Background: an optimization exercise with open tools, aiming at small area. Do not read the settings as production practice.
Function was checked by simulation only, so behaviour that the tests miss may differ from the original.
Power is estimated from default activity; no workload was simulated.

[flow/design.v]
package regfile_pkg;
    localparam int DEFAULT_DATA_WIDTH = 32;
    localparam int DEFAULT_NUM_REGS   = 32;
    localparam int DEFAULT_NUM_READ   = 2;
    localparam int DEFAULT_NUM_WRITE  = 1;
endpackage
module regfile_clear_seq #(
    parameter int NUM_REGS   = regfile_pkg::DEFAULT_NUM_REGS,
    parameter int ADDR_WIDTH = $clog2(NUM_REGS)
) (
    input  logic                  clk,
    input  logic                  rst,
    input  logic                  clear_req,
    output logic                  clear_busy,
    output logic                  clear_done,
    output logic [ADDR_WIDTH-1:0] clear_addr
);
    logic [ADDR_WIDTH-1:0] counter;
    logic                  last;
    assign last = (counter == ADDR_WIDTH'(NUM_REGS - 1));
    always_ff @(posedge clk or negedge rst) begin
        if (!rst) begin
            counter    <= '0;
            clear_busy <= 1'b0;
            clear_done <= 1'b0;
        end else begin
            counter    <= clear_busy ? counter + 1'b1 : '0;
            clear_busy <= clear_busy ? !last : (clear_req && !clear_done);
            clear_done <= clear_busy && last;
        end
    end
    assign clear_addr = counter;
endmodule
module regfile_wbit (
    input  logic take1,
    input  logic take0,
    input  logic hold,
    input  logic wd1,
    input  logic wd0,
    input  logic q,
    output logic d
);
    assign d = (take1 & wd1) | (take0 & wd0) | (hold & q);
endmodule
module regfile_rgrp (
    input  logic [2:0] sel,
    input  logic [2:0] x,
    output logic       y_n
);
    assign y_n = !((sel[0] & x[0]) | (sel[1] & x[1]) | (sel[2] & x[2]));
endmodule
module regfile_rbit #(
    parameter int N = 31
) (
    input  logic [N-1:0] sel,
    input  logic [N-1:0] x,
    output logic         y
);
    localparam int G = N / 3;       
    localparam int R = N - 3 * G;   
    logic [G-1:0] grp_n;
    for (genvar g = 0; g < G; g++) begin : g_grp
        regfile_rgrp u_grp (
            .sel (sel[3*g +: 3]),
            .x   (x[3*g +: 3]),
            .y_n (grp_n[g])
        );
    end
    if (R > 0) begin : g_rest
        assign y = !(&grp_n) | (|(sel[N-1 -: R] & x[N-1 -: R]));
    end else begin : g_norest
        assign y = !(&grp_n);
    end
endmodule
module param_register_file #(
    parameter  int DATA_WIDTH = regfile_pkg::DEFAULT_DATA_WIDTH,
    parameter  int NUM_REGS   = regfile_pkg::DEFAULT_NUM_REGS,
    parameter  int NUM_READ   = regfile_pkg::DEFAULT_NUM_READ,
    parameter  int NUM_WRITE  = 2,
    parameter  int ZERO_REG   = 1,
    parameter  int BYPASS     = 1,
    localparam int ADDR_WIDTH = $clog2(NUM_REGS)
) (
    input  logic                                 clk,
    input  logic                                 rst,
    input  logic [NUM_READ-1:0][ADDR_WIDTH-1:0]  read_address,
    output logic [NUM_READ-1:0][DATA_WIDTH-1:0]  read_data,
    output logic [NUM_READ-1:0]                  read_pending,
    input  logic [NUM_WRITE-1:0][ADDR_WIDTH-1:0] write_address,
    input  logic [NUM_WRITE-1:0][DATA_WIDTH-1:0] write_data,
    input  logic [NUM_WRITE-1:0]                 write_enable,
    input  logic                                 reserve_valid,
    input  logic [ADDR_WIDTH-1:0]                reserve_address,
    input  logic                                 clear_req,
    output logic                                 clear_busy,
    output logic                                 clear_done
);
    localparam int NR = NUM_REGS - 1;   
    logic [ADDR_WIDTH-1:0] clear_addr;
    regfile_clear_seq #(
        .NUM_REGS   (NUM_REGS),
        .ADDR_WIDTH (ADDR_WIDTH)
    ) u_clear_seq (
        .clk        (clk),
        .rst        (rst),
        .clear_req  (clear_req),
        .clear_busy (clear_busy),
        .clear_done (clear_done),
        .clear_addr (clear_addr)
    );
    logic       write_effective0, write_effective1, reserve_effective;
    assign write_effective0  = write_enable[0] && !clear_busy;
    assign write_effective1  = write_enable[1] && !clear_busy;
    assign reserve_effective = reserve_valid && !clear_busy;
    logic [NR-1:0]            wr, valid, pending;
    logic [DATA_WIDTH*NR-1:0] next_bits;   
    for (genvar j = 0; j < NR; j++) begin : g_reg
        localparam logic [ADDR_WIDTH-1:0] A = ADDR_WIDTH'(j + 1);
        logic                  wr0, wr1, res, clr;
        logic                  take1, take0, hold;
        logic [DATA_WIDTH-1:0] data, data_next;
        logic                  vld, pnd;
        assign wr0   = write_effective0 && (write_address[0] == A);
        assign wr1   = write_effective1 && (write_address[1] == A);
        assign res   = reserve_effective && (reserve_address == A);
        assign clr   = clear_busy && (clear_addr == A);
        assign wr[j] = wr0 || wr1;
        assign take1 = wr1;
        assign take0 = wr0 && !wr1;
        assign hold  = !(wr0 || wr1);
        for (genvar b = 0; b < DATA_WIDTH; b++) begin : g_bit
            regfile_wbit u_wbit (
                .take1 (take1),
                .take0 (take0),
                .hold  (hold),
                .wd1   (write_data[1][b]),
                .wd0   (write_data[0][b]),
                .q     (data[b]),
                .d     (data_next[b])
            );
            assign next_bits[b*NR + j] = data_next[b];
        end
        always_ff @(posedge clk) begin
            data <= data_next;
        end
        always_ff @(posedge clk or negedge rst) begin
            if (!rst) begin
                vld <= 1'b0;
                pnd <= 1'b0;
            end else begin
                vld <= !clr && (vld || wr[j]);
                pnd <= !clr && (res || (pnd && !wr[j]));
            end
        end
        assign valid[j]   = vld;
        assign pending[j] = pnd;
    end
    for (genvar r = 0; r < NUM_READ; r++) begin : g_read
        logic [NR-1:0] hit, sel;
        for (genvar j = 0; j < NR; j++) begin : g_sel
            assign hit[j] = (read_address[r] == ADDR_WIDTH'(j + 1));
            assign sel[j] = hit[j] && (valid[j] || wr[j]);
        end
        for (genvar b = 0; b < DATA_WIDTH; b++) begin : g_bit
            regfile_rbit #(.N(NR)) u_rbit (
                .sel (sel),
                .x   (next_bits[b*NR +: NR]),
                .y   (read_data[r][b])
            );
        end
        assign read_pending[r] = |(hit & pending);
    end
endmodule
module regfile_top (
    input  logic        clk,
    input  logic        rst,
    input  logic [9:0]  read_address,
    output logic [63:0] read_data,
    output logic [1:0]  read_pending,
    input  logic [9:0]  write_address,
    input  logic [63:0] write_data,
    input  logic [1:0]  write_enable,
    input  logic        reserve_valid,
    input  logic [4:0]  reserve_address,
    input  logic        clear_req,
    output logic        clear_busy,
    output logic        clear_done
);
    param_register_file #(
        .DATA_WIDTH (32),
        .NUM_REGS   (32),
        .NUM_READ   (2),
        .NUM_WRITE  (2),
        .ZERO_REG   (1),
        .BYPASS     (1)
    ) u_rf (
        .clk             (clk),
        .rst             (rst),
        .read_address    (read_address),
        .read_data       (read_data),
        .read_pending    (read_pending),
        .write_address   (write_address),
        .write_data      (write_data),
        .write_enable    (write_enable),
        .reserve_valid   (reserve_valid),
        .reserve_address (reserve_address),
        .clear_req       (clear_req),
        .clear_busy      (clear_busy),
        .clear_done      (clear_done)
    );
endmodule
[flow/flow/run.sh]
#!/bin/bash
# Standard layout, except that the port buffers are the smallest plain buffer
# instead of the buffer buffer_ports picks by default.
set -euo pipefail
bash standard.sh 'BUFFER_PORTS_ARGS=-buffer_cell sky130_fd_sc_hd__buf_1' finish > standard.log 2>&1
[flow/standard.sh]
#!/bin/bash
# synth_recipe.tcl (not shown) runs the flow's synth.tcl, then flattens the netlist and writes it again
# the make line also repeats each setting of config.mk as NAME=value (left out here)
make -C /OpenROAD-flow-scripts/flow DESIGN_CONFIG=/design/flow/config.mk WORK_HOME=/design/flow/orfs CLKGATE_MAP_FILE= SYNTH_SCRIPT=/design/flow/synth_recipe.tcl "${@:-finish}"
[flow/config.mk]
export PLATFORM = sky130hd
export DESIGN_NAME = regfile_top
export DESIGN_NICKNAME = regfile_top
export VERILOG_FILES = /design/flow/design.v
export SDC_FILE = /design/flow/constraint.sdc
export NUM_CORES = 4
export LEC_CHECK = 0
export CAP_MARGIN = 20
export CORE_MARGIN = 2
export CORE_UTILIZATION = 45
export PLACE_DENSITY = 0.55
export SLEW_MARGIN = 20
export SYNTH_HIERARCHICAL = 1
[flow/constraint.sdc]
create_clock -name core_clock -period 8.0 [get_ports {clk}]
set_input_delay 1.6000 -clock core_clock [delete_from_list [all_inputs] [get_ports {clk}]]
set_output_delay 1.6000 -clock core_clock [all_outputs]
set_load 0.01 [all_outputs]
==> results of run 1 <==
[critical path: cells and delay by family]
| family | cells | cell delay [ps] |
|---|---|---|
| AND/OR/NAND/NOR | 4 | 1250 |
| buffers and inverters | 5 | 1430 |
| AO/OA/AOI/OAI | 3 | 1860 |
[final cells by class]
| type | count | area, µm² | area share, % |
|---|---|---|---|
| diodes | 10 | 25.0 | 0.0443 |
| clock buffers | 181 | 3670 | 6.51 |
| clock inverters | 39 | 384 | 0.680 |
| inverters | 995 | 3730 | 6.62 |
| multi-input cells | 2410 | 22300 | 39.5 |
| flip-flops and latches | 1061 | 21600 | 38.2 |
| well taps | 1380 | 1730 | 3.06 |
| repair buffers | 471 | 3000 | 5.31 |
[modules after synthesis, one instance, submodules excluded, excerpt]
module	cells inside	flip-flops and latches	area, µm²
regfile_wbit	2	0	13.8
regfile_rgrp	1	0	10.0
[synthesized netlist by cell type, types with 10 or more instances]
cell	count	area [µm²]
nor2_1	109	409
nor2b_4	10	138
nor2b_1	36	225
a21oi_2	10	87.6
a31oi_1	11	68.8
mux2i_1	11	110
nand4_1	131	820
clkbuf_1	23	86.3
inv_1	995	3730
a222oi_1	1632	16300
nand2b_1	18	113
nor3_1	110	551
nand2_1	90	338
nand3_1	18	90.1
buf_1	11	41.3
a21oi_1	24	120
nor3b_1	10	75.1
a2111o_1	64	721
a22oi_1	25	188
dfxtp_1	992	19900
nor3_4	11	179
dfrtp_1	69	1730
[cells by family after synthesis]
| group | count (synthesis) |
|---|---|
| adder cells (fa/ha/maj) | 2 |
| buffers and inverters | 1042 |
| flip-flops | 1061 |
| multiplexers | 12 |
| AO/OA/AOI/OAI | 1798 |
| AND/OR/NAND/NOR | 597 |
| XOR/XNOR | 1 |
[report_power, final]
group	leakage (nW)	total (W)	internal, W	switching (W)
clock	2.03	0.00572	0.00334	0.00238
sequential	8.99	0.00644	0.00615	0.000295
combinational	16.9	0.00223	0.000766	0.00146
[through the flow]
step	power, W	utilization (%)	instances	setup slack, ps
after global routing	0.0148	54.6	6540	391
after CTS	0.0142	54.6	6535	802
after floorplan	0.00787	-	4513	-24.8
final	0.0144	54.6	6547	223
after global placement	0.00857	50.6	6314	837
after detailed placement	0.00865	50.7	6315	813
[metal layers]
layer	GRT usage [%]	vias to the layer above
met5	0.887	-
li1	-	21172
met4	29.5	20
met3	24.3	1342
met1	60.0	26515
met2	68.4	5670
[registers in the layout, indices dropped and copies added (netlist names)]
| name | cells |
|---|---|
| u_rf.g.data | 992 |
| u_rf.g.pnd | 31 |
| u_rf.g.vld | 31 |
| u_rf.u_clear_seq.clear_busy | 1 |
| u_rf.u_clear_seq.clear_done | 1 |
| u_rf.u_clear_seq.counter | 5 |
[worst paths after layout]
path	startpoint	endpoint	slack [ps]	cells past startpoint
max reg2reg	u_rf.u_clear_seq.clear_busy	u_rf.g_reg[19].data[25]	4320	8
min in group asynchronous	rst	u_rf.u_clear_seq.clear_done	1100	2
max	write_address[9]	read_data[32]	220	12
min	u_rf.g_reg[18].data[14]	u_rf.g_reg[18].data[14]	490	2
max in group asynchronous	rst	u_rf.g_reg[26].pnd	6250	2
min reg2reg	u_rf.g_reg[18].data[14]	u_rf.g_reg[18].data[14]	490	2
==> results.toml, run 1 <==
[synthesis]
synthArstFlopShare_pct = 6.50
synth-seq-cells = 1061
avgSynthCellArea_um2 = 10.4
synth_compound_area_share_pct = 37.9
synth_fa_ha_area_share_pct = 0.0534
synth-main-ff-cell = "dfxtp_1"
synth_fp_nets = 4610
synthMuxAreaShare_pct = 0.259
yosys.area_share.simple_pct = 7.23
synth_edf_count = 0
synth.cell_area_um2 = 46900
synthCells = 4513
ys_seq_area_share_pct = 46.1
yosys_warnings = 8
synth_top_family_by_area = "compound AO/OA/AOI/OAI gates"
synth_cell_types = 61
synth-xor-area-share_pct = 0.0187

[routing]
drt_iter0_drc = 20281
wl_um = 277000
drtPass1Iterations = 17
wl_met3_um = 52000
vias_per_cell = 8.36
wl_per_cell_um = 42.3
met2WireLength_um = 110000
final_antenna_net_count = 0
met1_length_um = 95100
highest_layer = "met5"
vias = 54719
drcViolationCount = 0

[sta]
fmax_mhz = 129
tightest_slew_ps = 1260
rsz0062_at_grt = "no"
whs_ps = 493
hold_viol = 0
maxSlewHeadroom_pct = 16.3
final.min_clock_period_ps = 7780
finClkSkew_ps = 36.6
fin_setup_tns_ps = 0
fin_crit_sh_pct = 97.2
drv_slew = 0
setup_violations = 0

[clock_tree]
cts_root_buffer = "clkbuf_16"
clk_path_buf_depth = 3
htree_levels = 3
post-cts-setup-buffers = 0
cts_buffers = 116
clock-sinks = 1061
clk_pin_slew_ps = 60
cts_tree = "done"
post_cts_resized = 0
clk-insertion-delay-late_ps = 750
ctsHoldBuffers = 0

[power_and_ir_drop]
peakVddDrop_mv = 0.175
powerDensity_nw_per_um2 = 255
leakagePower_nw = 27.9

[global_routing]
gr-total-overflow = 0
grt_max_degree = 70
track_usage_pct = 49.0
grt_pass1_vias = 50997
grt_pass1_wl_um = 379000
antenna_found_initial = 15

[finish]
stdcell_area_um2 = 56500
synthToLayoutAreaGrowth_pct = 20.5
nFillCells = 9354
fin_nets = 5152
layout-drive-gt1-share_pct = 13.5
layout_common_cells = "1632 x a222oi_1, 995 x inv_1, 992 x dfxtp_1"
layout_commonest_cell = "a222oi_1"

[outcome]
outcome = "complete, no violations"

[floorplanning]
core_um2 = 103000
initial_core_util_pct = 45.3
io_pins = 163
die_h_um = 327
rows = 118
dieArea_um2 = 107000
die_x_um = 327

[critical_path]
worst_setup_path_end_kind = "primary output"
startpoint_type = "input port"
cp.arrival_ps = 6180
timing.setup.critical_path_class = "input port to primary output"
slowest_stage = "a222oi_1"
cp_max_fo = 33
path_cells = "buf_1 > or2_1 > nor3_4 > buf_4 > nor3_2 > buf_4 > a222oi_1 > inv_1 > a222oi_1 > nand4_1 > a2111o_1 > buf_1"
slowest_delay_ps = 1080
required_ps = 6400

[placement]
gp_congestion = 1.01
hpwl_um = 157000
io_buffers = 162
placed_area_um2 = 52300

[run]
cap_violations = 0

[min_path]
hold_path_class = "flop to flop"
==> run 2: changes to the inputs <==
==> flow/run.sh (new file) <==
#!/bin/bash
# synth_recipe.tcl (not shown) runs the flow's synth.tcl, then flattens the netlist and writes it again
# the make line also repeats each setting of config.mk as NAME=value (left out here)
make -C /OpenROAD-flow-scripts/flow DESIGN_CONFIG=/design/flow/config.mk WORK_HOME=/design/flow/orfs CLKGATE_MAP_FILE= SYNTH_SCRIPT=/design/flow/synth_recipe.tcl finish
--- a/flow/config.mk
+++ b/flow/config.mk
@@ -7,7 +7,7 @@
 export LEC_CHECK = 0
 export CAP_MARGIN = 20
 export CORE_MARGIN = 2
-export CORE_UTILIZATION = 45
-export PLACE_DENSITY = 0.55
+export CORE_UTILIZATION = 40
+export PLACE_DENSITY = 0.5
 export SLEW_MARGIN = 20
 export SYNTH_HIERARCHICAL = 1
removed: flow/flow/run.sh
removed: flow/standard.sh
==> results.toml, run 2 <==
[outcome]
outcome = "failed layout checks"
violations = "negative setup slack"

[synthesis]
ys_top_cells_by_count = "1632 x a222oi_1, 995 x inv_1, 992 x dfxtp_1, 131 x nand4_1, 110 x nor3_1"
synthCells = 4513
synth_fp_nets = 4610
synth_edf_count = 0
avgSynthCellArea_um2 = 10.4
synth-seq-cells = 1061
netlist.top_cell.by_area = "dfxtp_1"
yosys_warnings = 8
synth-main-ff-cell = "dfxtp_1"
synth.cell_area_um2 = 46900
synth_top_area_share_pct = 42.4
synthArstFlopShare_pct = 6.50
synth.most_common_cell = "a222oi_1"
synth_area_leaders = "dfxtp_1 42%, a222oi_1 35%, inv_1 8.0%"
ys_seq_area_share_pct = 46.1
synth_cell_types = 61

[clock_tree]
ctsHoldBuffers = 0
cts_root_buffer = "clkbuf_16"
clock-sinks = 1061
clk_path_buf_depth = 3
cts_buffers = 119
htree_levels = 3
cts_tree = "done"
clk_pin_slew_ps = 60
clk-insertion-delay-late_ps = 750

[critical_path]
worst_setup_path_end_kind = "primary output"
slowest_delay_ps = 940
timing.setup.critical_path_class = "input port to primary output"
slowest_stage = "nor3_4"
r2r_slack_ps = 4560
required_ps = 6400
cp.arrival_ps = 6410
path_cells = "clkdlybuf4s50_1 > or2_0 > buf_4 > nor3_4 > a21oi_4 > nor2b_4 > nor3_4 > buf_4 > a222oi_1 > nand4_1 > a2111o_1 > clkdlybuf4s50_1"
startpoint_type = "input port"
cp_max_fo = 18

[sta]
finClkSkew_ps = 24.7
drv_slew = 0
tightest_slew_ps = 1260
whs_ps = 490
maxSlewHeadroom_pct = 15.9
timing.final.ws_setup_ps = -7.97
fin_crit_sh_pct = 100
fmax_mhz = 125
rsz0062_at_grt = "no"
setup_violations = 1
final.min_clock_period_ps = 8010
hold_viol = 0

[routing]
drcViolationCount = 0
vias_per_cell = 8.07
wl_per_cell_um = 42.2
vias = 54329
wl_um = 284000
drtPass1Iterations = 17
drt_iter0_drc = 18630
final_antenna_net_count = 0

[global_routing]
track_usage_pct = 44.6
grt_pass1_vias = 50236
grt_pass1_wl_um = 388000
grt_max_degree = 70
gr-total-overflow = 0
antenna_found_initial = 23

[placement]
hpwl_um = 165000
placed_area_um2 = 54400
gp_congestion = 1.03
io_buffers = 162

[finish]
top_regs = "u_rf.g.data: 992 flops, u_rf.g.pnd: 31 flops, u_rf.g.vld: 31 flops"
fin_nets = 5202
layout_commonest_cell = "a222oi_1"
largest_register = "u_rf.g.data"
layout-drive-gt1-share_pct = 14.0
stdcell_area_um2 = 58400
final_util_pct = 50.2
synthToLayoutAreaGrowth_pct = 24.6
largest_reg_flops = 992
layout_common_cells = "1632 x a222oi_1, 995 x inv_1, 992 x dfxtp_1"

[floorplanning]
die_x_um = 346
rows = 125
die_h_um = 346
dieArea_um2 = 120000
initial_core_util_pct = 40.3
core_um2 = 116000
io_pins = 163

[power_and_ir_drop]
powerDensity_nw_per_um2 = 247
leakagePower_nw = 28.6
power_w = 0.0144
peakVddDrop_mv = 0.197

[min_path]
hold_path_class = "flop to flop"

[run]
cap_violations = 0
==> run 2: cell types whose count changed in the layout (fill, tap and decap cells not counted), moves of 6 or more <==
cell	before	now
buf_4	303	309
clkbuf_2	6	0
clkbuf_8	42	31
clkdlybuf4s50_1	0	153
buf_1	155	0
clkinv_2	28	18
clkbuf_1	18	33
buf_2	1	9
buf_12	4	44
==> run 2: layer usage <==
metal / vias to the layer above / wire (µm) / part of all wire, % / track usage [%]
li1: 21295 / - / - / -
met1: 26714 / 102000 / 36 / 56.6
met2: 5112 / 117000 / 41 / 64.6
met3: 1184 / 46500 / 16 / 17.1
met4: 24 / 18900 / 6.6 / 25.1
met5: - / 208 / 0.073 / 0.280
==> run 2: cells by family after synthesis <==
logic type | synth area share, %
compound gates | 37.9
xor+xnor | 0.0187
fa+ha+maj | 0.0534
buf+inv | 8.45
flops | 46.1
mux | 0.259
simple gates | 7.23
==> run 2: cell type report <==
| type | count | area [µm²] |
|---|---|---|
| inverters | 995 | 3730 |
| clock inverters | 30 | 342 |
| multi-input cells | 2411 | 22300 |
| diodes | 10 | 25.0 |
| flip-flops and latches | 1061 | 21600 |
| clock buffers | 187 | 3630 |
| repair buffers | 517 | 4800 |
| fillers | 10793 | 57800 |
| well taps | 1524 | 1910 |
==> run 2: worst max-delay path: cells and delay by family <==
| family | cells | cell delay, ps |
|---|---|---|
| buffers and inverters | 4 | 1900 |
| AO/OA/AOI/OAI | 3 | 500 |
| AND/OR/NAND/NOR | 5 | 2370 |
==> run 2: power breakdown <==
part / leakage, nW / switching, W / total (W) / internal (W)
Sequential: 8.99 / 0.000279 / 0.00643 / 0.00615
Combinational: 17.7 / 0.00148 / 0.00229 / 0.000814
Clock: 1.97 / 0.00241 / 0.00569 / 0.00328
Total: 28.6 / 0.00417 / 0.0144 / 0.0102
==> run 2: final timing paths <==
| check | startpoint | cells after the start | end |
|---|---|---|---|
| max | write_address[7] | 12 | read_data[36] |
| min | u_rf.g_reg[24].data[21] | 2 | u_rf.g_reg[24].data[21] |
| max reg2reg | u_rf.u_clear_seq.clear_busy | 7 | u_rf.g_reg[7].data[30] |
| min reg2reg | u_rf.g_reg[24].data[21] | 2 | u_rf.g_reg[24].data[21] |
| max in group asynchronous | rst | 2 | u_rf.g_reg[5].vld |
| min in group asynchronous | rst | 2 | u_rf.u_clear_seq.counter[3] |
==> run 2: per-stage QoR <==
stage | setup WS (ps) | TNS (ps) | cells
CTS | 224 | 0 | 6722
global route | 46.1 | 0 | 6727
finish | -7.97 | -7.97 | 6735
detailed placement | 228 | 0 | 6505
floorplan | -24.8 | -1580 | 4513
global placement | 273 | 0 | 6504
==> run 2: Yosys stat by module, one instance, submodules excluded, excerpt <==
module        cell area, µm²  cells inside
regfile_rgrp            10.0             1
regfile_wbit            13.8             2
==> run 2: timing repair <==
action / in CTS / in global routing
buffers inserted: 0 / 1
endpoints found under the setup margin: 0 / 1
resized for setup: 0 / 1

[what the ideal ports hide]
In the flow no input, the clock included, has a driving cell. The finished layouts below were timed again as built, in two steps.
Step 1 sets driving cells, clkbuf_16 on the clock port and buf_2 on the other inputs (assumed; they add their load-dependent delay and slew).
Step 2 times the ports against the registers' clock, not the clock port: input delays grow and output delays shrink by t, the midpoint of the rising clock arrivals with the driver on.
Three values: ideal ports, drivers, drivers and shift; two values: the first two.
run	t, ns	slack for setup (ns)	worst setup path after step 2	clock arrival spread, ns
run 1	0.806	0.223 / 0.199 / 0.199	input to output	0.038 / 0.038
run 2	0.815	-0.008 / -0.037 / -0.037	input to output	0.029 / 0.030
The setup slack of run 2, which loses most, moves by -0.029 ns with the drivers and by -0.029 ns with both steps.
